Context: an optimization exercise on an open-source flow, tuned for small area. The choices shown serve that exercise and are no tape-out recipe. Only simulation tests tie the RTL to the original design; equivalence was not proved. No driver is modelled on the clock port, so clocking that relies on it looks cheaper here than on a real chip. No activity file was given, so power comes from the tool's default toggle rates.

File: flow/flow/run.sh
#!/bin/bash
# The standard layout with three changes: synthesis maps the logic with an area-only ABC
# script, every port is buffered by the smallest buffer cell, and the clock tree has no dummy
# load cells
set -euo pipefail
here=$(pwd)
export AREA_ABC_SCRIPT=$here/flow/area.abc
export FLOW_SYNTH_TCL=$here/synth_recipe.tcl
bash standard.sh "SYNTH_SCRIPT=$here/flow/synth.tcl" \
  "BUFFER_PORTS_ARGS=-buffer_cell sky130_fd_sc_hd__buf_1" \
  "CTS_ARGS=-sink_clustering_enable -repair_clock_nets -buf_list sky130_fd_sc_hd__clkbuf_8 -dont_use_dummy_load" \
  finish > standard_flow.log 2>&1
File: flow/config.mk
export PLATFORM = sky130hd
export DESIGN_NAME = lc4_top
export DESIGN_NICKNAME = lc4_top
export VERILOG_FILES = /design/flow/design.v
export SDC_FILE = /design/flow/constraint.sdc
export NUM_CORES = 4
export LEC_CHECK = 0
export ABC_AREA = 1
export CAP_MARGIN = 0
export CORE_MARGIN = 2
export CORE_UTILIZATION = 60
export CTS_BUF_LIST = sky130_fd_sc_hd__clkbuf_8
export SLEW_MARGIN = 0
File: flow/constraint.sdc
create_clock -name core_clock -period 6.0 [get_ports {clk}]
set_input_delay 1.2000 -clock core_clock [delete_from_list [all_inputs] [get_ports {clk}]]
set_output_delay 1.2000 -clock core_clock [all_outputs]
set_load 0.01 [all_outputs]
File: flow/design.v
`timescale 1ns/100ps
package lc4_isa_pkg;
   localparam int NUM_REGS = 8;
   typedef logic [15:0] word_t;
   typedef logic [2:0]  reg_sel_t;
   typedef enum logic [3:0] {
      OP_BR    = 4'b0000,
      OP_ADD   = 4'b0001,
      OP_AND   = 4'b0101,
      OP_LDR   = 4'b0110,
      OP_STR   = 4'b0111,
      OP_CONST = 4'b1001
   } opcode_e;
   typedef struct packed {
      logic n;
      logic z;
      logic p;
   } nzp_t;
   typedef struct packed {
      opcode_e  opcode;
      reg_sel_t rd;
      reg_sel_t rs;
      logic [2:0] subop;
      reg_sel_t rt;
   } rr_fmt_t;
   typedef struct packed {
      opcode_e  opcode;
      reg_sel_t rd;
      reg_sel_t rs;
      logic     imm_form;
      logic [4:0] imm5;
   } ri_fmt_t;
   typedef struct packed {
      opcode_e  opcode;
      reg_sel_t rd;
      reg_sel_t rs;
      logic [5:0] imm6;
   } mem_fmt_t;
   typedef struct packed {
      opcode_e  opcode;
      nzp_t     nzp;
      logic [8:0] imm9;
   } br_fmt_t;
   typedef struct packed {
      opcode_e  opcode;
      reg_sel_t rd;
      logic [8:0] imm9;
   } const_fmt_t;
   typedef union packed {
      rr_fmt_t    rr;
      ri_fmt_t    ri;
      mem_fmt_t   mem;
      br_fmt_t    br;
      const_fmt_t cnst;
   } insn_u;
   function automatic nzp_t nzp_of(word_t value);
      nzp_t flags;
      flags.n = value[15];
      flags.z = (value == '0);
      flags.p = !value[15] && (value != '0);
      nzp_of = flags;
   endfunction
   typedef enum logic [1:0] {
      ALU_ADD,
      ALU_AND,
      ALU_CONST,
      ALU_BRANCH
   } alu_op_e;
   typedef struct packed {
      logic    valid;
      logic    rs_re;
      logic    rt_re;
      logic    rf_we;
      logic    nzp_we;
      logic    is_load;
      logic    is_store;
      logic    is_branch;
      logic    use_imm;
      alu_op_e alu_op;
   } ctrl_t;
   typedef struct packed {
      word_t pc;
      insn_u insn;
      logic  valid;
   } fd_t;
   typedef struct packed {
      word_t    pc;
      insn_u    insn;
      ctrl_t    ctrl;
      reg_sel_t rs_sel;
      reg_sel_t rt_sel;
      reg_sel_t wsel;
      word_t    rs_data;
      word_t    rt_data;
   } dx_t;
   typedef struct packed {
      word_t    pc;
      word_t    insn;
      ctrl_t    ctrl;
      reg_sel_t wsel;
      reg_sel_t rt_sel;
      word_t    result;
      word_t    store_data;
   } xm_t;
   typedef struct packed {
      logic     rf_we;
      reg_sel_t wsel;
      word_t    data;
   } wb_t;
   typedef struct packed {
      logic     valid;
      word_t    pc;
      word_t    insn;
      logic     rf_we;
      reg_sel_t wsel;
      word_t    wdata;
   } retire_t;
endpackage
`timescale 1ns/100ps
module lc4_top (
   input  logic        clk,
   input  logic        i_reset,
   output logic [15:0] o_imem_addr,
   input  logic [15:0] i_imem_data,
   output logic [15:0] o_dmem_addr,
   output logic        o_dmem_we,
   output logic [15:0] o_dmem_wdata,
   input  logic [15:0] i_dmem_data,
   output logic        o_retire_valid,
   output logic [15:0] o_retire_pc,
   output logic [15:0] o_retire_insn,
   output logic        o_retire_rf_we,
   output logic [2:0]  o_retire_wsel,
   output logic [15:0] o_retire_wdata
);
   logic [2:0]        ph;       
   logic              clr;      
   logic              second;   
   logic [15:0]       pc;
   logic [1:0]        cc;       
   logic [15:0]       rf [0:7];
   logic [1:0]        lo [0:7];   
   logic [15:0]       w;        
   logic [15:0]       d;        
   logic              c;        
   logic [15:0] insn;
   logic [3:0]  op;
   logic        is_br, is_add, is_and, is_const, is_ldr, is_str, is_alu, is_rr, multi, ok, rf_we;
   logic        last, final_rot, adv, taken, wr_now;
   logic [2:0]  p_sel;
   logic [1:0]  p_d, a_d, b_d, imm_d, alu_d, res_d, sum_d;
   logic        cin, cout;
   logic [15:0] imm16, result;
   logic [1:0]  pc_d;
   assign insn     = i_imem_data;
   assign op       = insn[15:12];
   assign is_br    = op == 4'b0000;
   assign is_add   = op == 4'b0001;
   assign is_and   = op == 4'b0101;
   assign is_const = op == 4'b1001;
   assign is_ldr   = op == 4'b0110;
   assign is_str   = op == 4'b0111;
   assign is_alu   = (is_add || is_and) && (insn[5] || insn[4:3] == 2'b00);
   assign ok       = is_alu || is_const || is_ldr || is_str || is_br;
   assign rf_we    = is_alu || is_const || is_ldr;
   assign is_rr    = is_alu && !insn[5];
   assign multi    = is_ldr || is_str || is_rr;
   assign last      = ph == 3'd7;
   assign final_rot = !multi || second;
   assign adv       = !clr && last && final_rot;
   assign wr_now    = rf_we && final_rot;
   assign p_sel = (second && is_str) ? insn[11:9] : (!second && is_rr) ? insn[2:0] : insn[8:6];
   assign p_d   = lo[p_sel];
   assign imm16 = (is_const || is_br) ? {{7{insn[8]}}, insn[8:0]} :
                  (is_ldr || is_str)  ? {{10{insn[5]}}, insn[5:0]} :
                                        {{11{insn[4]}}, insn[4:0]};
   assign imm_d = imm16 >> {ph, 1'b0};
   assign pc_d  = pc >> {ph, 1'b0};
   assign a_d  = is_br ? pc_d : is_const ? 2'b00 : p_d;
   assign b_d  = second ? d[1:0] : imm_d;
   assign cin  = (ph == 3'd0) ? is_br : c;
   assign {cout, sum_d} = {1'b0, a_d} + {1'b0, b_d} + {2'b00, cin};
   assign alu_d = is_and ? (a_d & b_d) : sum_d;
   assign res_d = clr ? 2'b00 : (second && !is_rr) ? w[1:0] : alu_d;
   assign result = {res_d, w[15:2]};
   for (genvar i = 0; i < 8; i++) begin : g_rf
      assign lo[i] = rf[i][1:0];
      always_ff @(posedge clk) begin
         if (clr || (wr_now && insn[11:9] == 3'(i)))
            rf[i] <= {res_d, rf[i][15:2]};
         else
            rf[i] <= {rf[i][1:0], rf[i][15:2]};
      end
   end
   always_ff @(posedge clk) begin
      if (!clr && is_ldr && !second && last)
         w <= i_dmem_data;
      else
         w <= {res_d, w[15:2]};
      d <= {p_d, d[15:2]};
      c <= cout;
   end
   assign taken  = is_br && ((insn[11] && cc == 2'b11) || (insn[10] && cc == 2'b10) ||
                             (insn[9] && cc == 2'b01));
   always_ff @(posedge clk) begin
      if (i_reset) begin
         ph     <= 3'd0;
         clr    <= 1'b1;
         second <= 1'b0;
         pc     <= 16'h8200;
         cc     <= 2'b00;
      end else begin
         ph <= ph + 3'd1;
         if (last) clr <= 1'b0;
         if (!clr && last && multi) second <= !second;
         pc <= (adv && taken) ? result : pc + {15'd0, adv};
         if (adv && rf_we)
            cc <= {result[15] || result == 16'd0, result[15] || result != 16'd0};
      end
   end
   assign o_imem_addr    = pc;
   assign o_dmem_addr    = result;
   assign o_dmem_we      = adv && is_str;
   assign o_dmem_wdata   = {p_d, d[15:2]};
   assign o_retire_valid = adv && ok;
   assign o_retire_pc    = pc;
   assign o_retire_insn  = insn;
   assign o_retire_rf_we = rf_we;
   assign o_retire_wsel  = insn[11:9];
   assign o_retire_wdata = result;
endmodule
File: flow/flow/synth.tcl
# The standard synthesis (synth_recipe.tcl), with an area-only ABC script for the
# combinational mapping; registers, flattening and renaming are unchanged
rename abc _yosys_abc_cmd
proc abc {args} {
  set i [lsearch -exact $args -script]
  if {$i >= 0} { lset args [expr {$i + 1}] $::env(AREA_ABC_SCRIPT) }
  yosys abc {*}$args
}
source $::env(FLOW_SYNTH_TCL)
File: flow/flow/area.abc
strash
dch
map -a
topo
File: flow/standard.sh
#!/bin/bash
# synth_recipe.tcl (not shown) runs the flow's synth.tcl, then flattens the netlist and writes it again
# the make line also repeats each setting of config.mk as NAME=value (left out here)
make -C /OpenROAD-flow-scripts/flow DESIGN_CONFIG=/design/flow/config.mk WORK_HOME=/design/flow/orfs CLKGATE_MAP_FILE= SYNTH_SCRIPT=/design/flow/synth_recipe.tcl "${@:-finish}"
==> results.cfg, run 1 <==
[status]
outcome = did not finish
tool.error = ERROR: TCL interpreter returned an error: can't rename "abc": command doesn't exist
stop_stage = synthesis (1_2_yosys)

[synth]
ys_warn_count = 3
==> run 2: changes to the inputs <==
==> flow/flow/synth.tcl (replaced) <==
# The standard synthesis (synth_recipe.tcl), with an area-only ABC script for the
# combinational mapping; registers, flattening and renaming are unchanged
proc abc {args} {
  set i [lsearch -exact $args -script]
  if {$i >= 0} { lset args [expr {$i + 1}] $::env(AREA_ABC_SCRIPT) }
  yosys abc {*}$args
}
source $::env(FLOW_SYNTH_TCL)
==> run 2 against run 1 <==
Against the previous run: now clean on timing, DRC and antenna.
==> results.cfg, run 2 <==
[timing]
fmax_ghz = 0.175
setup_viol = 0
worst_slack_ns = 0.274
tightest_slew_ns = 0.779
fin_skew_ns = 0.0449
relSlewSlack_pct = 47.9
min_period_ns = 5.73
hold_viol_final = 0
holdWs_ns = 0.293
fin_crit_sh_pct = 95.4
slew_viol_final = 0

[worst_setup_path]
arrival_ns = 4.53
r2r_slack_ns = 2.01
r2r_end = cc[0]$_SDFFE_PP0P_
cp-end-kind = primary output
cpPeakStageDelay_ns = 0.47
start_kind = primary input
crit_chain = buf_1, nor2_2, o211ai_1, nor2_2, inv_2, nor2_4, clkinv_1, or2_2, a22oi_2, buf_6, nor2_1, a22oi_2, a41oi_2, a32oi_2, fa_2, inv_2, fa_1, nor2_1, o21ai_1, nand2_2, clkinv_2, clkbuf_2
cp.required_ns = 4.80
cpLargestDelayFamily = compound AO/OA/AOI/OAI gates
r2r_cells = 20
path_class = primary input to primary output
critPathBufInv = 7
cp_max_fo = 5
worst_r2r_startpoint = second$_SDFFE_PP0P_
cpMaxStageDelayCell = fa_1

[power_and_ir_drop]
vdd_drop_max_mv = 0.301
p_per_area_mw_per_mm2 = 297
leakage_nw = 2.47

[synth]
synth_cell_types = 32
seq_area_frac_synth_pct = 61.1
synth_adder_area_share_pct = 2.12
synth_most_common_cell = dfxtp_1
synthTopCellsByCount = dfxtp_1, buf_4, o21ai_0, nor2_1
syn-num-nets = 641
synth_area_leaders = dfxtp_1, buf_4, o21ai_0
synth_ff_type = dfxtp_1
synth_compound_area_share_pct = 10.6
syn_inst = 598
synthXorXnorAreaFrac_pct = 1.74
yosys.area_share.simple_pct = 10.3
ys_warn_count = 3
yosysTopAreaCell = dfxtp_1
syn_area_mm2 = 0.00603
async_reset_ff_share_pct = 0
synthMuxAreaShare_pct = 1.29
synth_edf_count = 0
synth_top_family_by_area = buffers and inverters
postSynthAreaPerCell_um2 = 10.1
ys_ff_latch = 184
yosysTopAreaCellShare_pct = 61.1

[floorplan]
dieWidth_um = 104
die_h_um = 104
initial_core_util_pct = 61.7
fp.coreArea_mm2 = 0.00977
io_pins = 136
die_area_mm2 = 0.0109
rows = 36

[drt]
postRouteAntennaNets = 0
vias_per_cell = 5.04
drt-initial-drc-count = 213
dr.pass1.iters = 4
vias = 4154
wirelength_mm = 12.0
drc = 0
wire_per_inst_um = 14.6

[cts]
htree_levels = 4
numCtsBuffers = 17
clock_sinks = 184
cts_hold_buf = 0
cts_tree = built
clk_pin_slew_ns = 0.11
root_buffer = clkbuf_8
clk-insertion-delay-late_ns = 0.45
clock_path_buffers = 2

[hold_path]
min_path_cells = 0
hold_class = flop to flop
hold_end = rf[5][4]$_DFF_P_
min_from = rf[5][6]$_DFF_P_

[cells_and_area]
finalNonFillerCells = 824
postLayoutCoreUtil_pct = 67.3
fin_area_mm2 = 0.00658
regMostFlops = rf
layout_common_cells = dfxtp_1, buf_1, o21ai_0
syn2layout_area_growth_pct = 9.02
fillerInstances = 824
drive_gt1_share_pct = 10.1
antennaDiodeCount = 0
final_common_cell = dfxtp_1
fin_nets = 736
largest_register_ffs = 128

[placement]
routabilityCongestion = 0.920
pre_cts_slack_ns = -0.0190
dpl.hpwl_mm = 8.67
placed_cell_area_mm2 = 0.00627
port_buffers = 135
dp.cells = 805

[grt]
grt_usage_pct = 23.3
grt_max_degree = 27
antenna_found_initial = 0
grt_overflow = 0
grt_first_pass_wirelength_mm = 19.8
grt_pass1_vias = 3963

[run]
drv_cap = 0

[status]
outcome = complete, no violations
-- run 2: layer usage --
| metal | GRT usage [%] | wire length, µm | vias up |
|---|---|---|---|
| li1 | - | - | 2084 |
| met1 | 31.1 | 5520 | 1914 |
| met2 | 37.3 | 5650 | 134 |
| met3 | 5.33 | 529 | 22 |
| met4 | 8.69 | 295 | 0 |
| met5 | 0 | 0 | - |
-- run 2: power breakdown --
part	internal (W)	total [W]	switching, W
combinational	0.0000402	0.000107	0.0000670
clock	0.000251	0.000609	0.000358
sequential	0.00123	0.00124	0.00000859
total	0.00152	0.00196	0.000433
-- run 2: worst max path at each step --
stage	startpoint	cells after the start	end
6_report	i_imem_data[13]	22	o_retire_wdata[15]
5_1_grt	i_imem_data[12]	23	o_dmem_addr[15]
4_1_cts	i_imem_data[12]	24	o_dmem_addr[15]
3_5_place_dp	i_imem_data[12]	24	o_dmem_addr[15]
3_3_place_gp	i_imem_data[12]	24	o_retire_wdata[15]
2_1_floorplan	i_imem_data[12]	22	o_retire_wdata[15]
-- run 2: stage by stage --
| step | total power, W | TNS (ns) |
|---|---|---|
| after detailed placement | 0.00137 | -0.0378 |
| after global routing | 0.00204 | -0.0129 |
| after global placement | 0.00136 | 0 |
| after floorplan | 0.00134 | 0 |
| after CTS | 0.00197 | 0 |
| final | 0.00196 | 0 |
-- run 2: kinds of logic after synthesis --
| family | Yosys count |
|---|---|
| compound gates | 111 |
| xor+xnor | 12 |
| fa+ha+maj | 9 |
| buf+inv | 128 |
| flops | 184 |
| mux | 7 |
| simple gates | 147 |
-- run 2: area by class of cell --
type	instances	area (µm²)	share of cell area, %
Multi-Input combinational cell	286	1640	25.0
Clock buffer	17	234	3.56
Tap cell	133	166	2.53
Sequential cell	184	3680	56.0
Timing Repair Buffer	155	664	10.1
Inverter	49	185	2.82
-- run 2: repair_timing --
item | CTS | global route
endpoints found under the setup margin | 2 | 4
resized for setup | 1 | 25
setup buffers | 0 | 2
pin swaps | 0 | 9
==> run 3: changes to the inputs <==
==> flow/flow/area.abc (replaced) <==
strash
dch -f
amap
topo
==> run 3 against run 2 <==
Against the previous run: combinational power about the same; flip-flop and latch count stayed put; die area shrank 1.1%; design area fell by 1.6%; count of clock-buffer cells in the layout did not move; synthesized area shrank 1.2%; non-clock buffer count is 4 lower; synthesized cell count down 5.0%; clock power down 2%; critical endpoint is now o_dmem_addr[15].
==> results.cfg, run 3 <==
[floorplan]
dieWidth_um = 104
die_h_um = 104
initial_core_util_pct = 61.3
die_area_mm2 = 0.0107
rows = 36
fp.coreArea_mm2 = 0.00973
io_pins = 136

[synth]
synthTopCellsByCount = dfxtp_1, buf_4, clkinv_1, o22ai_1, nor2_1
async_reset_ff_share_pct = 0
yosysTopAreaCellShare_pct = 61.8
ys_warn_count = 3
synth_most_common_cell = dfxtp_1
ys_ff_latch = 184
syn-num-nets = 611
synth_edf_count = 0
postSynthAreaPerCell_um2 = 10.5
syn_area_mm2 = 0.00596
synth_ff_type = dfxtp_1
seq_area_frac_synth_pct = 61.8
synth_cell_types = 31
syn_inst = 568
synth_area_leaders = dfxtp_1, buf_4, o22ai_1
yosysTopAreaCell = dfxtp_1

[drt]
dr.pass1.iters = 4
drt-initial-drc-count = 162
wirelength_mm = 11.8
drc = 0
postRouteAntennaNets = 0
vias_per_cell = 5.10
vias = 4026
wire_per_inst_um = 14.9

[timing]
setup_viol = 0
slew_viol_final = 0
relSlewSlack_pct = 45.6
fin_crit_sh_pct = 97.4
min_period_ns = 5.84
fmax_ghz = 0.171
hold_viol_final = 0
fin_skew_ns = 0.0309
tightest_slew_ns = 0.816
worst_slack_ns = 0.157
tns_ns = 0

[cells_and_area]
regMostFlops = rf
antennaDiodeCount = 0
layout_common_cells = dfxtp_1, buf_1, clkinv_1
fillerInstances = 815
syn2layout_area_growth_pct = 8.58
fin_nets = 702
drive_gt1_share_pct = 7.76
largest_register_ffs = 128
final_common_cell = dfxtp_1

[placement]
pre_cts_slack_ns = -0.0511
routabilityCongestion = 0.902
port_buffers = 135
dpl.hpwl_mm = 8.64

[cts]
clk-insertion-delay-late_ns = 0.45
cts_hold_buf = 0
post_cts_buffers = 0
clock_sinks = 184
numCtsBuffers = 17
htree_levels = 4
clk_pin_slew_ns = 0.09
root_buffer = clkbuf_8
clock_path_buffers = 2
cts_tree = built

[worst_setup_path]
cp-end-kind = primary output
cp_max_fo = 4
r2r_slack_ns = 1.61
path_class = primary input to primary output
arrival_ns = 4.64
start_kind = primary input
cp.required_ns = 4.80

[grt]
grt_max_degree = 21
grt_overflow = 0
grt_first_pass_wirelength_mm = 18.5
antenna_found_initial = 0
grt_pass1_vias = 3709
grt_usage_pct = 22.3

[status]
outcome = complete, no violations

[power_and_ir_drop]
p_per_area_mw_per_mm2 = 300
vdd_drop_max_mv = 0.256
leakage_nw = 2.38

[run]
drv_cap = 0

[hold_path]
hold_class = flop to flop
-- run 3: changes by cell type after synthesis, sizes merged, moves of 6 or more --
| cell | delta |
|---|---|
| xor2 | -9 |
| o21ai | -40 |
| nand2 | -27 |
| clkinv | +11 |
| nand3 | -14 |
| a21oi | -8 |
| o211ai | -6 |
| nor2 | -10 |
| o22ai | +53 |
| mux2 | -6 |
| o22a | +15 |
-- run 3: final cells by class --
| type | count | area, µm² | share of cell area, % |
|---|---|---|---|
| clock buffer | 17 | 234 | 3.61 |
| tap | 133 | 166 | 2.57 |
| sequential | 184 | 3680 | 56.9 |
| timing repair buffer | 151 | 629 | 9.72 |
| multi-input combinational | 245 | 1540 | 23.7 |
| inverter | 60 | 225 | 3.48 |
-- run 3: layer usage --
metal  vias up  GRT usage (%)  routed length, µm
met4         0           8.49                 93
met5         -              0                  0
met1      1827           30.4               5800
met2       137           34.4               5260
met3         8           5.79                642
li1       2054              -                  -
-- run 3: worst max-delay path, stage by stage --
cell and delay (ns):
buf_1 0.10, nor2_1 0.12, nor2_1 0.08, nor4_4 0.27
nand2_2 0.13, a22oi_2 0.21, o22ai_2 0.11, buf_4 0.16
nand3_1 0.10, o22a_1 0.15, o221ai_1 0.11, o32a_1 0.39
a21oi_2 0.23, fa_2 0.24, clkinv_1 0.08, fa_1 0.50
o32ai_2 0.10, a21oi_2 0.21, clkbuf_2 0.16
-- run 3: final timing paths --
check	end	start	cells past startpoint
max	o_dmem_addr[15]	i_imem_data[3]	19
min	rf[4][4]$_DFF_P_	rf[4][6]$_DFF_P_	0
max reg2reg	rf[1][15]$_DFF_P_	second$_SDFFE_PP0P_	19
min reg2reg	rf[4][4]$_DFF_P_	rf[4][6]$_DFF_P_	0
-- run 3: cells by family after synthesis --
kind of cell	share of synthesized area, %
flops	61.8
buf+inv	13.7
compound gates	13.9
simple gates	8.29
fa+ha+maj	2.14
xor+xnor	0.147
-- run 3: through the flow --
step	total power, W	instance area [µm²]	hold slack (ns)	utilization, %	std cells
floorplan	0.00134	5970	0.310	-	568
global placement	0.00137	6180	0.310	63.5	773
detailed placement	0.00137	6180	0.312	63.5	773
CTS	0.00196	6420	0.307	66.0	790
global route	0.00202	6470	0.309	66.5	790
finish	0.00194	6470	0.309	66.5	790
-- run 3: power breakdown --
part           switching [W]  internal [W]  leakage (nW)
clock               0.000344      0.000250         0.122
sequential        0.00000954       0.00123          1.48
combinational      0.0000651     0.0000412         0.771
total               0.000418       0.00153          2.38
-- run 3: timing repair --
item | CTS | global route
resized for setup | 2 | 14
setup endpoints to repair | 2 | 4
pin swaps | 0 | 4
==> run 4: changes to the inputs <==
==> flow/flow/run.sh (replaced) <==
#!/bin/bash
# The standard layout with these changes: synthesis maps the logic with an area-only ABC
# script; every port is buffered by the smallest buffer cell, and a buffer that synthesis put
# on a wire from an input port to an output port is dropped once both ports have their own
# buffer; the clock tree has no dummy load cells
set -euo pipefail
here=$(pwd)
export AREA_ABC_SCRIPT=$here/flow/area.abc
export FLOW_SYNTH_TCL=$here/synth_recipe.tcl
bash standard.sh "SYNTH_SCRIPT=$here/flow/synth.tcl" \
  "BUFFER_PORTS_ARGS=-buffer_cell sky130_fd_sc_hd__buf_1" \
  "POST_GLOBAL_PLACE_TCL=$here/flow/post_gpl.tcl" \
  "CTS_ARGS=-sink_clustering_enable -repair_clock_nets -buf_list sky130_fd_sc_hd__clkbuf_8 -dont_use_dummy_load" \
  finish > standard_flow.log 2>&1
==> flow/flow/area.abc (replaced) <==
strash
dch
map -a
topo
==> flow/flow/post_gpl.tcl (new file) <==
# After port buffering: a buffer that synthesis put on a wire from an input port straight to an
# output port now sits between the two port buffers; connect its loads to its input and drop it.
proc bypass_inner_buffers {} {
  set block [ord::get_db_block]
  set n 0
  foreach inst [$block getInsts] {
    if {![string match "sky130_fd_sc_hd__buf_*" [[$inst getMaster] getName]]} { continue }
    set name [$inst getName]
    if {[string match "input*" $name] || [string match "output*" $name]} { continue }
    set a [$inst findITerm A]
    set x [$inst findITerm X]
    set in_net [$a getNet]
    set out_net [$x getNet]
    if {$in_net eq "NULL" || $out_net eq "NULL"} { continue }
    if {[llength [$in_net getBTerms]] > 0 || [llength [$out_net getBTerms]] > 0} { continue }
    foreach it [$out_net getITerms] {
      if {[[$it getInst] getName] eq $name} { continue }
      $it disconnect
      $it connect $in_net
    }
    $a disconnect
    $x disconnect
    odb::dbInst_destroy $inst
    odb::dbNet_destroy $out_net
    incr n
  }
  puts "bypassed $n buffers between port buffers"
}
bypass_inner_buffers
==> run 4 against run 3 <==
Against the previous run: still clean; final cell count is 3.0% higher; wire length increased by 0.87%; maximum frequency grew 1.7%; non-clock buffer count shrank 6; critical path depth is 4 higher; clock skew up 0.0077 ns; synthesized cell count is 5.3% higher; synthesized area increased by 1.2%; largest power group unchanged.
==> results.cfg, run 4 <==
[drt]
drc = 0
vias_per_cell = 5.09
dr.pass1.iters = 4
wirelength_mm = 11.9
postRouteAntennaNets = 0
wire_per_inst_um = 14.6
drt-initial-drc-count = 207
vias = 4145

[synth]
yosysTopAreaCellShare_pct = 61.1
synth_area_leaders = dfxtp_1, buf_4, o21ai_0
yosysTopAreaCell = dfxtp_1
synth_cell_types = 32
async_reset_ff_share_pct = 0
syn-num-nets = 641
synth_edf_count = 0
seq_area_frac_synth_pct = 61.1
postSynthAreaPerCell_um2 = 10.1
syn_area_mm2 = 0.00603
syn_inst = 598
synthTopCellsByCount = dfxtp_1, buf_4, o21ai_0, nor2_1
ys_ff_latch = 184
synth_most_common_cell = dfxtp_1
ys_warn_count = 3
synth_ff_type = dfxtp_1

[timing]
min_period_ns = 5.75
fin_skew_ns = 0.0386
slew_viol_final = 0
hold_viol_final = 0
holdWs_ns = 0.305
setup_viol = 0
relSlewSlack_pct = 47.5
fin_crit_sh_pct = 95.8
tightest_slew_ns = 0.786
fmax_ghz = 0.174
worst_slack_ns = 0.252

[cells_and_area]
fillerInstances = 830
drive_gt1_share_pct = 11.3
regMostFlops = rf
final_common_cell = dfxtp_1
fin_nets = 726
largest_register_ffs = 128
layout_common_cells = dfxtp_1, buf_1, o21ai_0
multi_input_comb_area_mm2 = 0.00172
register_area_mm2 = 0.00368
antennaDiodeCount = 0
syn2layout_area_growth_pct = 9.91

[cts]
htree_levels = 4
root_buffer = clkbuf_8
cts_tree = built
numCtsBuffers = 17
clock_sinks = 184
clk_pin_slew_ns = 0.10
clk-insertion-delay-late_ns = 0.45
clock_path_buffers = 2
cts_hold_buf = 0

[floorplan]
die_h_um = 104
io_pins = 136
dieWidth_um = 104
die_area_mm2 = 0.0109
initial_core_util_pct = 61.7
fp.coreArea_mm2 = 0.00977
rows = 36

[grt]
grt_max_degree = 26
grt_first_pass_wirelength_mm = 18.9
grt_pass1_vias = 3812
grt_usage_pct = 22.3
grt_overflow = 0
antenna_found_initial = 0

[worst_setup_path]
cp_max_fo = 5
cp.required_ns = 4.80
worst_r2r_startpoint = second$_SDFFE_PP0P_
arrival_ns = 4.55
r2r_slack_ns = 2.03
cp-end-kind = primary output
start_kind = primary input
path_class = primary input to primary output
critPathLaunch = i_imem_data[15]

[power_and_ir_drop]
leakage_nw = 2.46
p_per_area_mw_per_mm2 = 294
vdd_drop_max_mv = 0.278

[placement]
dpl.hpwl_mm = 8.55
pre_cts_slack_ns = -0.661
port_buffers = 135

[run]
drv_cap = 0

[status]
outcome = complete, no violations

[hold_path]
min_from = rf[1][8]$_DFF_P_
hold_class = flop to flop
[run 4: cell types whose count changed after synthesis, moves of 8 or more]
cell	change
nand2_1	+27
o22a_1	-15
a21oi_1	+8
o21ai_0	+40
xor2_1	+9
nand3_1	+14
clkinv_1	-11
nor2_1	+10
o22ai_1	-53
[run 4: kinds of logic (layout without fill, tap and decap cells)]
kind of cell,Yosys count,after routing,share of synthesized area [%]
compound gates,111,111,10.6
xor+xnor,12,12,1.74
fa+ha+maj,9,9,2.12
buf+inv,128,211,12.9
flops,184,184,61.1
mux,7,7,1.29
simple gates,147,147,10.3
[run 4: timing repair]
action                     4_1_cts  5_1_grt
resized for setup               26       39
setup endpoints to repair        4        4
pin swaps                       10       22
setup buffers                    5        4
[run 4: final timing paths]
kind | end | cells past startpoint
worst max-delay path | o_dmem_addr[15] | 23
worst min register to register | rf[1][6]$_DFF_P_ | 0
worst min-delay path | rf[1][6]$_DFF_P_ | 0
worst max register to register | cc[0]$_SDFFE_PP0P_ | 19
[run 4: worst max-delay path: stages]
cell	delay (ns)
buf_1	0.12
clkinv_1	0.09
o211ai_1	0.12
nor2_2	0.17
clkinv_2	0.09
nor2_4	0.15
buf_6	0.12
o211ai_1	0.11
o21ai_2	0.14
inv_2	0.06
or2_4	0.28
nor2_4	0.13
a22oi_2	0.07
a41oi_2	0.25
a32oi_2	0.11
fa_2	0.44
inv_2	0.07
fa_1	0.38
nor2_1	0.11
o21ai_1	0.07
nand2_2	0.10
inv_4	0.05
buf_6	0.11
[run 4: metrics by stage]
step	cell area [µm²]	utilization (%)	total power (W)	setup TNS (ns)	cells
after floorplan	6050	-	0.00134	0	598
after global placement	6270	64.2	0.00136	0	805
after detailed placement	6150	62.9	0.00136	-2.19	788
after CTS	6480	66.3	0.00196	0	810
after global routing	6630	67.8	0.00203	-0.0621	814
final	6630	67.8	0.00195	0	814
[run 4: layer usage]
layer  part of all wire, %  wire length, µm  global-route usage, %
met2                    47             5610                   35.2
met1                    45             5370                   29.3
met4                   2.7              321                   10.9
met3                   5.0              596                   4.70
met5                     0                0                      0
[run 4: layout make-up]
type	count	share of cell area (%)
repair buffers	145	9.49
multi-input cells	286	25.9
clock buffers	17	3.53
flip-flops and latches	184	55.6
well taps	133	2.51
inverters	49	2.98
[run 4: power breakdown]
part           total, W  internal [W]  switching (W)
Combinational  0.000113     0.0000418      0.0000711
Clock          0.000600      0.000251       0.000349
Sequential      0.00124       0.00123     0.00000868
==> run 5: changes to the inputs <==
==> flow/flow/area.abc (replaced) <==
strash
dch -f
amap
topo
==> run 5 against run 4 <==
Against the previous run: still clean on timing, DRC and antenna; count of clock-buffer cells in the layout stayed put; first-iteration DRC count is 31% lower; total power is 0.52% lower; maximum frequency is 1.3% lower; synthesized cell count is 5.0% lower; critical endpoint unchanged; highest routed layer unchanged.
==> results.cfg, run 5 <==
[grt]
grt_overflow = 0
grt_first_pass_wirelength_mm = 18.0
grt_max_degree = 21
antenna_found_initial = 0
grt_pass1_vias = 3673
grt_usage_pct = 21.6

[synth]
synth_top_family_by_area = compound AO/OA/AOI/OAI gates
synth_edf_count = 0
postSynthAreaPerCell_um2 = 10.5
seq_area_frac_synth_pct = 61.8
syn_area_mm2 = 0.00596
synth_adder_area_share_pct = 2.14
synth_cell_types = 31
yosys.area_share.simple_pct = 8.29
synthXorXnorAreaFrac_pct = 0.147
async_reset_ff_share_pct = 0
synth_ff_type = dfxtp_1
yosysTopAreaCell = dfxtp_1
syn-num-nets = 611
syn_inst = 568
synth_compound_area_share_pct = 13.9
ys_warn_count = 3
synthMuxAreaShare_pct = 0
yosysTopAreaCellShare_pct = 61.8
ys_ff_latch = 184
synth_area_leaders = dfxtp_1, buf_4, o22ai_1
synth_most_common_cell = dfxtp_1
synthTopCellsByCount = dfxtp_1, buf_4, clkinv_1, o22ai_1, nor2_1

[power_and_ir_drop]
p_int_w = 0.00152
p_per_area_mw_per_mm2 = 303
p_sw_share_pct = 21.6
combPwrFrac_pct = 5.3
power.total_w = 0.00194
leakage_nw = 2.34
seq_power_share_pct = 64.1
vdd_drop_max_mv = 0.262
p_clk_share_pct = 30.6
p_switching_w = 0.000419

[cells_and_area]
fillerInstances = 840
antennaDiodeCount = 0
fin_nets = 692
fin_area_mm2 = 0.00641
syn2layout_area_growth_pct = 7.49
drive_gt1_share_pct = 6.80
layout_common_cells = dfxtp_1, buf_1, clkinv_1
register_area_mm2 = 0.00368
largest_register_ffs = 128
final_common_cell = dfxtp_1
finalNonFillerCells = 780
multi_input_comb_area_mm2 = 0.00154
regMostFlops = rf

[worst_setup_path]
worst_r2r_startpoint = second$_SDFFE_PP0P_
start_kind = primary input
r2r_slack_ns = 1.65
crit_end = o_dmem_addr[15]
r2r_cells = 19
cp-end-kind = primary output
r2r_end = rf[4][15]$_DFF_P_
critPathLaunch = i_imem_data[13]
arrival_ns = 4.62
path_class = primary input to primary output
cp_max_fo = 5
cp.required_ns = 4.80

[drt]
drt-initial-drc-count = 143
postRouteAntennaNets = 0
wirelength_mm = 11.6
dr.pass1.iters = 4
vias_per_cell = 5.18
drc = 0
vias = 4039
wire_per_inst_um = 14.9

[floorplan]
rows = 36
die_area_mm2 = 0.0107
die_h_um = 104
initial_core_util_pct = 61.3
io_pins = 136
dieWidth_um = 104
fp.coreArea_mm2 = 0.00973

[placement]
port_buffers = 135
dp.cells = 757
dpl.hpwl_mm = 8.54
placed_cell_area_mm2 = 0.00606

[cts]
numCtsBuffers = 17
root_buffer = clkbuf_8
cts_tree = built
clock_path_buffers = 2
clock_sinks = 184
clk-insertion-delay-late_ns = 0.45
clk_pin_slew_ns = 0.10
htree_levels = 4

[hold_path]
hold_class = flop to flop

[timing]
hold_viol_final = 0
relSlewSlack_pct = 25.4
fin_crit_sh_pct = 97.0
tns_ns = 0
slew_viol_final = 0
setup_viol = 0
fin_skew_ns = 0.0352
fmax_ghz = 0.172
holdWs_ns = 0.303
tightest_slew_ns = 1.11
min_period_ns = 5.82

[status]
outcome = complete, no violations

[run]
drv_cap = 0
## run 5: metrics by stage
stage | utilization, % | setup slack, ns
6_report | 65.9 | 0.179
5_1_grt | 65.9 | -0.00706
4_1_cts | 65.5 | 0.0129
3_5_place_dp | 62.3 | -0.764
3_3_place_gp | 63.5 | 0.101
2_1_floorplan | - | -0.00481
## run 5: kinds of logic (layout without fill, tap and decap cells)
family                   after synthesis  in the layout
XOR/XNOR                               1              1
AND/OR/NAND/NOR                      110            110
AO/OA/AOI/OAI                        125            125
flip-flops                           184            184
adder cells (fa/ha/maj)                9              9
buffers and inverters                139            218
## run 5: final cells by class
cell class / count / share of cell area (%)
Sequential cell: 184 / 57.5
Timing Repair Buffer: 141 / 8.69
Clock buffer: 17 / 3.65
Tap cell: 133 / 2.60
Multi-Input combinational cell: 245 / 24.1
Inverter: 60 / 3.51
## run 5: layer usage
| layer | up-vias | wire length (µm) | GRT usage, % |
|---|---|---|---|
| met5 | - | 0 | 0 |
| met4 | 0 | 160 | 7.92 |
| met3 | 13 | 683 | 6.10 |
| met2 | 150 | 5140 | 32.9 |
| met1 | 1847 | 5650 | 29.6 |
| li1 | 2029 | - | - |
## run 5: how the worst min path moves through the flow
stage                     slack (ns)  depth (start not counted)               end             start
after floorplan                 0.31                          0  rf[0][0]$_DFF_P_  rf[0][2]$_DFF_P_
after global placement          0.31                          0  rf[7][6]$_DFF_P_  rf[7][8]$_DFF_P_
after detailed placement        0.31                          0  rf[0][4]$_DFF_P_  rf[0][6]$_DFF_P_
after CTS                       0.30                          0  rf[4][4]$_DFF_P_  rf[4][6]$_DFF_P_
after global routing            0.30                          0  rf[4][4]$_DFF_P_  rf[4][6]$_DFF_P_
final                           0.30                          0  rf[4][4]$_DFF_P_  rf[4][6]$_DFF_P_
## run 5: critical path, cell delays in order
cell and delay [ns]:
buf_1 0.13, nand2b_4 0.18, nor4_4 0.29, nand2_2 0.13
o22ai_1 0.20, o22ai_2 0.12, buf_4 0.15, nand3_1 0.08
o22a_1 0.15, o221ai_1 0.10, o32a_1 0.40, a21oi_2 0.21
fa_2 0.22, clkinv_1 0.08, fa_1 0.51, o32ai_2 0.09
a21oi_2 0.21, buf_2 0.16
## run 5: power groups by stage
stage | clock [W] | sequential (W) | combinational [W]
finish | 0.000595 | 0.00124 | 0.000103
global route | 0.000662 | 0.00125 | 0.000113
CTS | 0.000615 | 0.00124 | 0.0000974
detailed placement | 0 | 0.00127 | 0.0000924
global placement | 0 | 0.00127 | 0.0000961
floorplan | 0 | 0.00127 | 0.0000723
## run 5: timing repair
item,in CTS,in global routing
pin swaps,6,8
endpoints found under the setup margin,4,4
resized for setup,8,15
buffers inserted,5,1
hold buffers,0,0
==> run 6: changes to the inputs <==
--- a/flow/design.v
+++ b/flow/design.v
@@ -169,8 +169,11 @@
    assign final_rot = !multi || second;
    assign adv       = !clr && last && final_rot;
    assign wr_now    = rf_we && final_rot;
-   assign p_sel = (second && is_str) ? insn[11:9] : (!second && is_rr) ? insn[2:0] : insn[8:6];
-   assign p_d   = lo[p_sel];
+   assign p_sel = !second ? insn[8:6] : is_str ? insn[11:9] : insn[2:0];
+   always_comb begin
+      p_d = 2'b00;
+      for (int i = 0; i < 8; i++) p_d = p_d | (lo[i] & {2{p_sel == 3'(i)}});
+   end
    assign imm16 = (is_const || is_br) ? {{7{insn[8]}}, insn[8:0]} :
                   (is_ldr || is_str)  ? {{10{insn[5]}}, insn[5:0]} :
                                         {{11{insn[4]}}, insn[4:0]};
@@ -179,7 +182,11 @@
    assign a_d  = is_br ? pc_d : is_const ? 2'b00 : p_d;
    assign b_d  = second ? d[1:0] : imm_d;
    assign cin  = (ph == 3'd0) ? is_br : c;
-   assign {cout, sum_d} = {1'b0, a_d} + {1'b0, b_d} + {2'b00, cin};
+   logic c1;
+   assign sum_d[0] = a_d[0] ^ b_d[0] ^ cin;
+   assign c1       = (a_d[0] & b_d[0]) | (cin & (a_d[0] ^ b_d[0]));
+   assign sum_d[1] = a_d[1] ^ b_d[1] ^ c1;
+   assign cout     = (a_d[1] & b_d[1]) | (c1 & (a_d[1] ^ b_d[1]));
    assign alu_d = is_and ? (a_d & b_d) : sum_d;
    assign res_d = clr ? 2'b00 : (second && !is_rr) ? w[1:0] : alu_d;
    assign result = {res_d, w[15:2]};
@@ -199,6 +206,13 @@
          w <= {res_d, w[15:2]};
       d <= {p_d, d[15:2]};
       c <= cout;
+   end
+   logic [15:0] pc_inc;
+   logic [16:0] pc_cy;
+   assign pc_cy[0] = adv;
+   for (genvar k = 0; k < 16; k++) begin : g_inc
+      assign pc_inc[k]  = pc[k] ^ pc_cy[k];
+      assign pc_cy[k+1] = pc[k] & pc_cy[k];
    end
    assign taken  = is_br && ((insn[11] && cc == 2'b11) || (insn[10] && cc == 2'b10) ||
                              (insn[9] && cc == 2'b01));
@@ -213,7 +227,7 @@
          ph <= ph + 3'd1;
          if (last) clr <= 1'b0;
          if (!clr && last && multi) second <= !second;
-         pc <= (adv && taken) ? result : pc + {15'd0, adv};
+         pc <= (adv && taken) ? result : pc_inc;
          if (adv && rf_we)
             cc <= {result[15] || result == 16'd0, result[15] || result != 16'd0};
       end
==> run 6 against run 5 <==
Against the previous run: design area decreased by 1.2%; non-clock buffer count fell by 3; register-to-register slack got worse by 0.02 ns; first-iteration DRC count up 2.1%; maximum frequency grew 0.60%; core utilization fell by 0.52 points; critical endpoint unchanged; largest power group unchanged; highest routed layer unchanged.
==> results.cfg, run 6 <==
[placement]
dpl.hpwl_mm = 8.22
port_buffers = 135

[hold_path]
min_path_cells = 0
min_from = rf[4][12]$_DFF_P_
hold_class = flop to flop
hold_end = rf[4][10]$_DFF_P_

[synth]
seq_area_frac_synth_pct = 62.2
yosysTopAreaCell = dfxtp_1
syn-num-nets = 580
postSynthAreaPerCell_um2 = 11.3
synthTopCellsByCount = dfxtp_1, buf_4, clkinv_1, o22ai_1, nor2_1
synth_area_leaders = dfxtp_1, buf_4, ha_1
synth_edf_count = 0
async_reset_ff_share_pct = 0
synth_cell_types = 27
synth_most_common_cell = dfxtp_1
ys_ff_latch = 184
syn_inst = 524
syn_area_mm2 = 0.00592
synth_ff_type = dfxtp_1
ys_warn_count = 3
yosysTopAreaCellShare_pct = 62.2

[grt]
grt_first_pass_wirelength_mm = 17.1
grt_max_degree = 20
antenna_found_initial = 0
grt_usage_pct = 22.3
grt_overflow = 0
grt_pass1_vias = 3358

[worst_setup_path]
crit_chain = buf_1, nand2_1, nor3_4, buf_4, nor2_1, a21oi_1, o22ai_2, inv_2, nand3_1, o22ai_1, nor4_2, o32ai_1, clkinv_1, fa_1, clkinv_1, fa_1, o32ai_1, a21oi_2, clkbuf_2
path_class = primary input to primary output
cpPeakStageDelay_ns = 0.45
r2r_end = pc[15]$_SDFF_PP1_
r2r_cells = 21
r2r_slack_ns = 1.63
cpMaxStageDelayCell = fa_1
cp-end-kind = primary output
start_kind = primary input
cp.required_ns = 4.80
cp_max_fo = 5
worst_r2r_startpoint = ph[0]$_SDFF_PP0_
arrival_ns = 4.59

[timing]
fin_crit_sh_pct = 96.4
fin_skew_ns = 0.0351
hold_viol_final = 0
slew_viol_final = 0
setup_viol = 0
tns_ns = 0
fmax_ghz = 0.173
min_period_ns = 5.79
relSlewSlack_pct = 25.3
holdWs_ns = 0.313
tightest_slew_ns = 1.11

[cts]
clock_path_buffers = 2
htree_levels = 4
numCtsBuffers = 17
cts_tree = built
root_buffer = clkbuf_8
clk_pin_slew_ns = 0.10
cts_hold_buf = 0
clock_sinks = 184
clk-insertion-delay-late_ns = 0.46

[drt]
dr.pass1.iters = 5
drt-initial-drc-count = 146
drc = 0
vias = 3801
postRouteAntennaNets = 0
wirelength_mm = 11.4
vias_per_cell = 5.19
wire_per_inst_um = 15.6

[cells_and_area]
multi_input_comb_area_mm2 = 0.00150
drive_gt1_share_pct = 5.83
largest_register_ffs = 128
antennaDiodeCount = 0
register_area_mm2 = 0.00368
final_common_cell = dfxtp_1
regMostFlops = rf
fillerInstances = 802
layout_common_cells = dfxtp_1, buf_1, clkinv_1
fin_nets = 658
syn2layout_area_growth_pct = 6.87

[power_and_ir_drop]
p_switching_w = 0.000413
vdd_drop_max_mv = 0.274
p_sw_share_pct = 21.5
p_int_w = 0.00151
p_per_area_mw_per_mm2 = 304
seq_power_share_pct = 64.3
leakage_nw = 2.39
combPwrFrac_pct = 4.4
p_clk_share_pct = 31.3

[floorplan]
die_area_mm2 = 0.0107
io_pins = 136
initial_core_util_pct = 61.1
rows = 36
fp.coreArea_mm2 = 0.00968
die_h_um = 103
dieWidth_um = 103

[status]
outcome = complete, no violations

[run]
drv_cap = 0
## run 6: routing by layer
layer	wire length (µm)	vias to the layer above	GRT usage (%)	share of wire (%)
met4	181	0	9.01	1.6
met5	0	-	0	0
met1	5550	1747	30.5	49
met2	4920	153	32.6	43
li1	-	1885	-	-
met3	773	16	7.80	6.8
## run 6: kinds of logic (layout without fill, tap and decap cells)
group           after synthesis  count (layout)  synth area share (%)
compound gates              110             110                  13.7
fa+ha+maj                    22              22                  4.90
buf+inv                     137             213                  13.7
simple gates                 70              70                  5.37
flops                       184             184                  62.2
xor+xnor                      1               1                 0.148
## run 6: worst max-delay path, delay by kind of cell
kind | cells | cell delay [ns]
AOI/OAI and AO/OA | 6 | 1.00
buffers and inverters | 6 | 0.83
adders and majority gates | 2 | 0.86
and+or+nand+nor | 5 | 0.69
## run 6: how the worst max path moves through the flow
stage	start	end	slack, ns	depth (start not counted)
after floorplan	i_imem_data[12]	o_retire_wdata[14]	0.14	16
after global placement	i_imem_data[12]	o_dmem_addr[15]	0.18	20
after detailed placement	i_imem_data[12]	o_dmem_addr[14]	-1.0	17
after CTS	i_imem_data[12]	o_dmem_addr[15]	0.04	19
after global routing	i_imem_data[14]	o_retire_wdata[15]	-0.03	19
final	i_imem_data[14]	o_dmem_addr[15]	0.21	19
## run 6: stage by stage
| stage | instances | utilization [%] | cell area (µm²) | worst slack, ns | total power [W] |
|---|---|---|---|---|---|
| floorplan | 524 | - | 5920 | 0.144 | 0.00132 |
| global placement | 723 | 62.8 | 6080 | 0.182 | 0.00134 |
| detailed placement | 713 | 62.0 | 6010 | -0.999 | 0.00134 |
| CTS | 731 | 65.0 | 6300 | 0.0389 | 0.00194 |
| global route | 733 | 65.3 | 6330 | -0.0317 | 0.00200 |
| finish | 733 | 65.3 | 6330 | 0.213 | 0.00192 |
## run 6: area by class of cell
type	count	area share, %
multi-input cells	203	23.6
well taps	133	2.63
repair buffers	138	8.38
inverters	58	3.44
flip-flops and latches	184	58.2
clock buffers	17	3.70
## run 6: power groups by stage
stage | clock, W | sequential (W) | combinational, W
finish | 0.000602 | 0.00124 | 0.0000844
global route | 0.000664 | 0.00124 | 0.0000957
CTS | 0.000618 | 0.00123 | 0.0000819
detailed placement | 0 | 0.00126 | 0.0000791
global placement | 0 | 0.00126 | 0.0000792
floorplan | 0 | 0.00126 | 0.0000590
## run 6: repair_timing
| action | 4_1_cts | 5_1_grt |
|---|---|---|
| setup endpoints to repair | 4 | 4 |
| setup buffers | 1 | 2 |
| pin swaps | 1 | 2 |
| gates resized for setup | 8 | 9 |
==> run 7: changes to the inputs <==
--- a/flow/design.v
+++ b/flow/design.v
@@ -169,11 +169,8 @@
    assign final_rot = !multi || second;
    assign adv       = !clr && last && final_rot;
    assign wr_now    = rf_we && final_rot;
-   assign p_sel = !second ? insn[8:6] : is_str ? insn[11:9] : insn[2:0];
-   always_comb begin
-      p_d = 2'b00;
-      for (int i = 0; i < 8; i++) p_d = p_d | (lo[i] & {2{p_sel == 3'(i)}});
-   end
+   assign p_sel = (second && is_str) ? insn[11:9] : (!second && is_rr) ? insn[2:0] : insn[8:6];
+   assign p_d   = lo[p_sel];
    assign imm16 = (is_const || is_br) ? {{7{insn[8]}}, insn[8:0]} :
                   (is_ldr || is_str)  ? {{10{insn[5]}}, insn[5:0]} :
                                         {{11{insn[4]}}, insn[4:0]};
@@ -182,11 +179,7 @@
    assign a_d  = is_br ? pc_d : is_const ? 2'b00 : p_d;
    assign b_d  = second ? d[1:0] : imm_d;
    assign cin  = (ph == 3'd0) ? is_br : c;
-   logic c1;
-   assign sum_d[0] = a_d[0] ^ b_d[0] ^ cin;
-   assign c1       = (a_d[0] & b_d[0]) | (cin & (a_d[0] ^ b_d[0]));
-   assign sum_d[1] = a_d[1] ^ b_d[1] ^ c1;
-   assign cout     = (a_d[1] & b_d[1]) | (c1 & (a_d[1] ^ b_d[1]));
+   assign {cout, sum_d} = {1'b0, a_d} + {1'b0, b_d} + {2'b00, cin};
    assign alu_d = is_and ? (a_d & b_d) : sum_d;
    assign res_d = clr ? 2'b00 : (second && !is_rr) ? w[1:0] : alu_d;
    assign result = {res_d, w[15:2]};
@@ -207,13 +200,6 @@
       d <= {p_d, d[15:2]};
       c <= cout;
    end
-   logic [15:0] pc_inc;
-   logic [16:0] pc_cy;
-   assign pc_cy[0] = adv;
-   for (genvar k = 0; k < 16; k++) begin : g_inc
-      assign pc_inc[k]  = pc[k] ^ pc_cy[k];
-      assign pc_cy[k+1] = pc[k] & pc_cy[k];
-   end
    assign taken  = is_br && ((insn[11] && cc == 2'b11) || (insn[10] && cc == 2'b10) ||
                              (insn[9] && cc == 2'b01));
    always_ff @(posedge clk) begin
@@ -227,7 +213,7 @@
          ph <= ph + 3'd1;
          if (last) clr <= 1'b0;
          if (!clr && last && multi) second <= !second;
-         pc <= (adv && taken) ? result : pc_inc;
+         pc <= (adv && taken) ? result : pc + {15'd0, adv};
          if (adv && rf_we)
             cc <= {result[15] || result == 16'd0, result[15] || result != 16'd0};
       end
==> flow/flow/run.sh (replaced) <==
#!/bin/bash
# The standard layout with these changes: synthesis maps the logic with an area-only ABC
# script; every port is buffered by the smallest buffer cell, and a buffer that synthesis put
# on a wire from an input port to an output port is dropped once both ports have their own
# buffer; the clock tree is a balanced two-level tree of clkbuf_8 cells built before CTS
set -euo pipefail
here=$(pwd)
export AREA_ABC_SCRIPT=$here/flow/area.abc
export FLOW_SYNTH_TCL=$here/synth_recipe.tcl
export CLOCK_TREE_TCL=$here/flow/clock_tree.tcl
export CLOCK_TREE_LEAVES=11
bash standard.sh "SYNTH_SCRIPT=$here/flow/synth.tcl" \
  "BUFFER_PORTS_ARGS=-buffer_cell sky130_fd_sc_hd__buf_1" \
  "POST_GLOBAL_PLACE_TCL=$here/flow/post_gpl.tcl" \
  "PRE_CTS_TCL=$here/flow/pre_cts.tcl" \
  "CTS_ARGS=-sink_clustering_enable -repair_clock_nets -buf_list sky130_fd_sc_hd__clkbuf_8 -dont_use_dummy_load" \
  finish > standard_flow.log 2>&1
==> flow/flow/clock_tree.tcl (new file) <==
# A two-level clock tree in place of TritonCTS: the clock port drives one root buffer, which
# drives CLK_LEAVES leaf buffers, each at the centre of a k-means cluster of the registers.
proc kmeans_clusters {pts k iters} {
  # pts: list of {x y}; returns a list of cluster indices, one per point
  set n [llength $pts]
  set sorted [lsort -real -index 0 $pts]
  set cent {}
  for {set c 0} {$c < $k} {incr c} {
    lappend cent [lindex $sorted [expr {int(($c + 0.5) * $n / $k)}]]
  }
  set cap [expr {($n + $k - 1) / $k}]
  set assign {}
  for {set it 0} {$it < $iters} {incr it} {
    # nearest centroid first, with at most cap points per cluster
    set pairs {}
    set i 0
    foreach p $pts {
      for {set c 0} {$c < $k} {incr c} {
        set dx [expr {[lindex $p 0] - [lindex $cent $c 0]}]
        set dy [expr {[lindex $p 1] - [lindex $cent $c 1]}]
        lappend pairs [list [expr {$dx * $dx + $dy * $dy}] $i $c]
      }
      incr i
    }
    set assign [lrepeat $n -1]
    set fill [lrepeat $k 0]
    foreach pr [lsort -real -index 0 $pairs] {
      lassign $pr d i c
      if {[lindex $assign $i] >= 0 || [lindex $fill $c] >= $cap} { continue }
      lset assign $i $c
      lset fill $c [expr {[lindex $fill $c] + 1}]
    }
    set newcent {}
    for {set c 0} {$c < $k} {incr c} {
      set sx 0.0; set sy 0.0; set m 0
      foreach p $pts a $assign {
        if {$a == $c} { set sx [expr {$sx + [lindex $p 0]}]; set sy [expr {$sy + [lindex $p 1]}]; incr m }
      }
      if {$m > 0} { lappend newcent [list [expr {$sx / $m}] [expr {$sy / $m}]] } else { lappend newcent [lindex $cent $c] }
    }
    set cent $newcent
  }
  return [list $assign $cent]
}

proc build_clock_tree {clk_name nleaf leaf_master root_master} {
  set db [ord::get_db]
  set block [ord::get_db_block]
  set clk [$block findNet $clk_name]
  set sinks {}
  set pts {}
  foreach it [$clk getITerms] {
    set inst [$it getInst]
    set bb [$inst getBBox]
    lappend sinks $it
    lappend pts [list [expr {([$bb xMin] + [$bb xMax]) / 2.0}] [expr {([$bb yMin] + [$bb yMax]) / 2.0}]]
  }
  puts "clock tree: [llength $sinks] sinks, $nleaf leaf buffers"
  lassign [kmeans_clusters $pts $nleaf 30] assign cent
  set lm [$db findMaster $leaf_master]
  set rm [$db findMaster $root_master]
  set root [odb::dbInst_create $block $rm clktree_root]
  set rnet [odb::dbNet_create $block clktree_root_net]
  $rnet setSigType CLOCK
  [$root findITerm A] connect $clk
  [$root findITerm X] connect $rnet
  set rx 0.0; set ry 0.0
  for {set c 0} {$c < $nleaf} {incr c} {
    set b [odb::dbInst_create $block $lm clktree_leaf_$c]
    set n [odb::dbNet_create $block clktree_leaf_net_$c]
    $n setSigType CLOCK
    [$b findITerm A] connect $rnet
    [$b findITerm X] connect $n
    set cnt 0
    foreach it $sinks a $assign {
      if {$a == $c} { $it disconnect; $it connect $n; incr cnt }
    }
    set x [expr {int([lindex $cent $c 0])}]
    set y [expr {int([lindex $cent $c 1])}]
    $b setLocation $x $y
    $b setPlacementStatus PLACED
    set rx [expr {$rx + $x}]; set ry [expr {$ry + $y}]
    puts "  leaf $c: $cnt sinks at $x $y"
  }
  $root setLocation [expr {int($rx / $nleaf)}] [expr {int($ry / $nleaf)}]
  $root setPlacementStatus PLACED
}
==> flow/flow/pre_cts.tcl (new file) <==
# Build a two-level clock tree (one root buffer, CLOCK_TREE_LEAVES leaf buffers over
# balanced clusters of registers) and leave TritonCTS nothing to do on those nets.
source $::env(CLOCK_TREE_TCL)
set nleaf $::env(CLOCK_TREE_LEAVES)
build_clock_tree clk $nleaf sky130_fd_sc_hd__clkbuf_8 sky130_fd_sc_hd__clkbuf_8
set skip [list clk clktree_root_net]
for {set i 0} {$i < $nleaf} {incr i} { lappend skip clktree_leaf_net_$i }
set_cts_config -skip_nets $skip
set_propagated_clock [all_clocks]
==> run 7 against run 6 <==
Against the previous run: largest power group unchanged; die area grew 0.65%; still clean on timing, DRC and antenna; flip-flop and latch count is the same; synthesized area grew 0.68%; global-route usage shrank 2.1 points; first-iteration DRC count grew 18%; core utilization shrank 0.19 points; critical endpoint unchanged; total power shrank 3.4%.
==> results.cfg, run 7 <==
[status]
outcome = complete, no violations

[cells_and_area]
fillerInstances = 850
drive_gt1_share_pct = 6.07
syn2layout_area_growth_pct = 6.34
regMostFlops = rf
largest_register_ffs = 128
fin_nets = 687
layout_common_cells = dfxtp_1, buf_1, clkinv_1
antennaDiodeCount = 0
final_common_cell = dfxtp_1

[timing]
relSlewSlack_pct = 27.4
holdWs_ns = 0.321
min_period_ns = 5.85
fin_crit_sh_pct = 97.4
hold_viol_final = 0
slew_viol_final = 0
tightest_slew_ns = 1.08
fmax_ghz = 0.171
fin_skew_ns = 0.0158
tns_ns = 0
setup_viol = 0

[power_and_ir_drop]
p_clk_share_pct = 27.5
p_int_w = 0.00145
p_per_area_mw_per_mm2 = 293
p_switching_w = 0.000404
vdd_drop_max_mv = 0.260
combPwrFrac_pct = 5.5
power.total_w = 0.00186
seq_power_share_pct = 67.0
p_sw_share_pct = 21.8
leakage_nw = 2.30

[drt]
wirelength_mm = 11.6
drt-initial-drc-count = 173
vias = 4024
drc = 0
dr.pass1.iters = 4
vias_per_cell = 5.19
wire_per_inst_um = 15.0
postRouteAntennaNets = 0

[cts]
clk_pin_slew_ns = 0.10
clk-insertion-delay-late_ns = 0.43

[grt]
antenna_found_initial = 0
grt_max_degree = 21
grt_first_pass_wirelength_mm = 17.9
grt_overflow = 0
grt_pass1_vias = 3669
grt_usage_pct = 20.3

[worst_setup_path]
path_class = primary input to primary output
cp_max_fo = 5
start_kind = primary input
r2r_end = rf[1][15]$_DFF_P_
r2r_cells = 19
cp-end-kind = primary output
cp.required_ns = 4.80
r2r_slack_ns = 1.55
worst_r2r_startpoint = second$_SDFFE_PP0P_
arrival_ns = 4.65

[synth]
synthTopCellsByCount = dfxtp_1, buf_4, clkinv_1, o22ai_1, nor2_1
synth_area_leaders = dfxtp_1, buf_4, o22ai_1
synth_edf_count = 0
synth_most_common_cell = dfxtp_1
yosysTopAreaCellShare_pct = 61.8
seq_area_frac_synth_pct = 61.8
postSynthAreaPerCell_um2 = 10.5
syn_inst = 568
yosysTopAreaCell = dfxtp_1
syn-num-nets = 611
syn_area_mm2 = 0.00596
synth_cell_types = 31
ys_ff_latch = 184
async_reset_ff_share_pct = 0
ys_warn_count = 3
synth_ff_type = dfxtp_1

[floorplan]
rows = 36
initial_core_util_pct = 61.3
die_area_mm2 = 0.0107
dieWidth_um = 104
die_h_um = 104
fp.coreArea_mm2 = 0.00973
io_pins = 136

[hold_path]
min_from = rf[0][7]$_DFF_P_
hold_class = flop to flop
hold_end = rf[0][5]$_DFF_P_
min_path_cells = 0

[placement]
port_buffers = 135
dpl.hpwl_mm = 8.54

[run]
drv_cap = 0
## run 7: changes by cell type after synthesis, moves of 4 or more
cell and change:
ha_1 -13, nand2_1 +11, nor2_1 +17, nor3_1 +4, o22ai_1 +17, o21ai_0 +5, o221a_1 -15
## run 7: repair_timing
action                                  4_1_cts  5_1_grt
gates cloned                                  0        0
endpoints found under the hold margin         0        0
setup buffers                                 5        1
hold buffers                                  0        0
resized for setup                             8       15
endpoints found under the setup margin        4        4
pin swaps                                     6        8
## run 7: cell families after synthesis
kind of cell	after synthesis	share of synthesized area, %
fa+ha+maj	9	2.14
compound gates	125	13.9
buf+inv	139	13.7
xor+xnor	1	0.147
flops	184	61.8
simple gates	110	8.29
## run 7: area by class of cell
| class | count | area [µm²] | area share [%] |
|---|---|---|---|
| plain buffers | 12 | 165 | 2.61 |
| repair buffers | 141 | 557 | 8.78 |
| inverters | 60 | 225 | 3.55 |
| multi-input cells | 245 | 1540 | 24.3 |
| flip-flops and latches | 184 | 3680 | 58.1 |
| well taps | 133 | 166 | 2.62 |
## run 7: per-stage QoR
stage | instance area, µm² | instances | util, % | setup slack (ns)
after floorplan | 5970 | 568 | - | -0.00481
after global placement | 6180 | 773 | 63.5 | 0.101
after detailed placement | 6060 | 757 | 62.3 | -0.764
after CTS | 6300 | 774 | 64.8 | 0.0129
after global routing | 6340 | 775 | 65.2 | -0.00706
final | 6340 | 775 | 65.2 | 0.155
## run 7: worst max path at each step
stage / startpoint / to / slack (ns) / cells past startpoint
6_report: i_imem_data[13] / o_dmem_addr[15] / 0.15 / 18
5_1_grt: i_imem_data[13] / o_retire_wdata[15] / -0.007 / 17
4_1_cts: i_imem_data[5] / o_dmem_addr[15] / 0.01 / 18
3_5_place_dp: i_imem_data[13] / o_dmem_addr[14] / -0.76 / 17
3_3_place_gp: i_imem_data[13] / o_dmem_addr[15] / 0.10 / 18
2_1_floorplan: i_imem_data[13] / o_retire_wdata[14] / -0.005 / 16
## run 7: critical path: stages
cell and delay, ns:
buf_1 0.12, nand2b_4 0.18, nor4_4 0.31, nand2_2 0.13
o22ai_1 0.20, o22ai_2 0.12, buf_4 0.15, nand3_1 0.08
o22a_1 0.15, o221ai_1 0.11, o32a_1 0.39, a21oi_2 0.21
fa_2 0.23, clkinv_1 0.08, fa_1 0.51, o32ai_2 0.09
a21oi_2 0.21, buf_2 0.16
## run 7: metal layers
metal / global-route usage, % / part of all wire, % / up-vias
li1: - / - / 2016
met1: 29.3 / 48 / 1829
met2: 32.8 / 43 / 157
met3: 2.27 / 6.1 / 22
met4: 5.12 / 2.4 / 0
met5: 0 / 0 / -
## run 7: power groups by stage
stage | Clock, W | Sequential (W) | Combinational [W]
global route | 0.000575 | 0.00125 | 0.000113
global placement | 0 | 0.00127 | 0.0000961
CTS | 0.000532 | 0.00124 | 0.0000974
finish | 0.000510 | 0.00124 | 0.000102
floorplan | 0 | 0.00127 | 0.0000723
detailed placement | 0 | 0.00127 | 0.0000924

==> afterwards: timing with drivers on the ports <==
The results above use ideal ports. As a check the final layouts listed here were re-extracted and re-timed, cells and wires unchanged.
Step 1, drivers: a clkbuf_16 drives clk and a buf_2 each remaining input, both assumed.
Step 2 times the ports against the registers' clock, not the clock port: input delays grow and output delays shrink by t, the midpoint of the rising clock arrivals with the driver on.
Slacks: ideal ports / drivers / drivers and shift; pairs: ideal ports / drivers.
| run | t, ns | setup slack, ns | worst hold slack (ns) | worst data-port slew with drivers (ns) |
|---|---|---|---|---|
| run 2 | 0.461 | 0.274 / 0.255 / 0.255 | 0.293 / 0.293 / 0.293 | 0.03 |
| run 3 | 0.469 | 0.157 / 0.135 / 0.135 | 0.309 / 0.309 / 0.309 | 0.03 |
| run 4 | 0.458 | 0.252 / 0.206 / 0.206 | 0.305 / 0.305 / 0.305 | 0.05 |
| run 5 | 0.466 | 0.179 / 0.156 / 0.156 | 0.303 / 0.303 / 0.303 | 0.03 |
| run 6 | 0.478 | 0.213 / 0.189 / 0.117 | 0.313 / 0.313 / 0.313 | 0.04 |
| run 7 | 0.452 | 0.155 / 0.133 / 0.133 | 0.321 / 0.321 / 0.321 | 0.03 |
After both steps setup and hold are still met in every run listed. The setup slack of run 6, which loses most, moves by -0.024 ns with the drivers and by -0.096 ns with both steps.
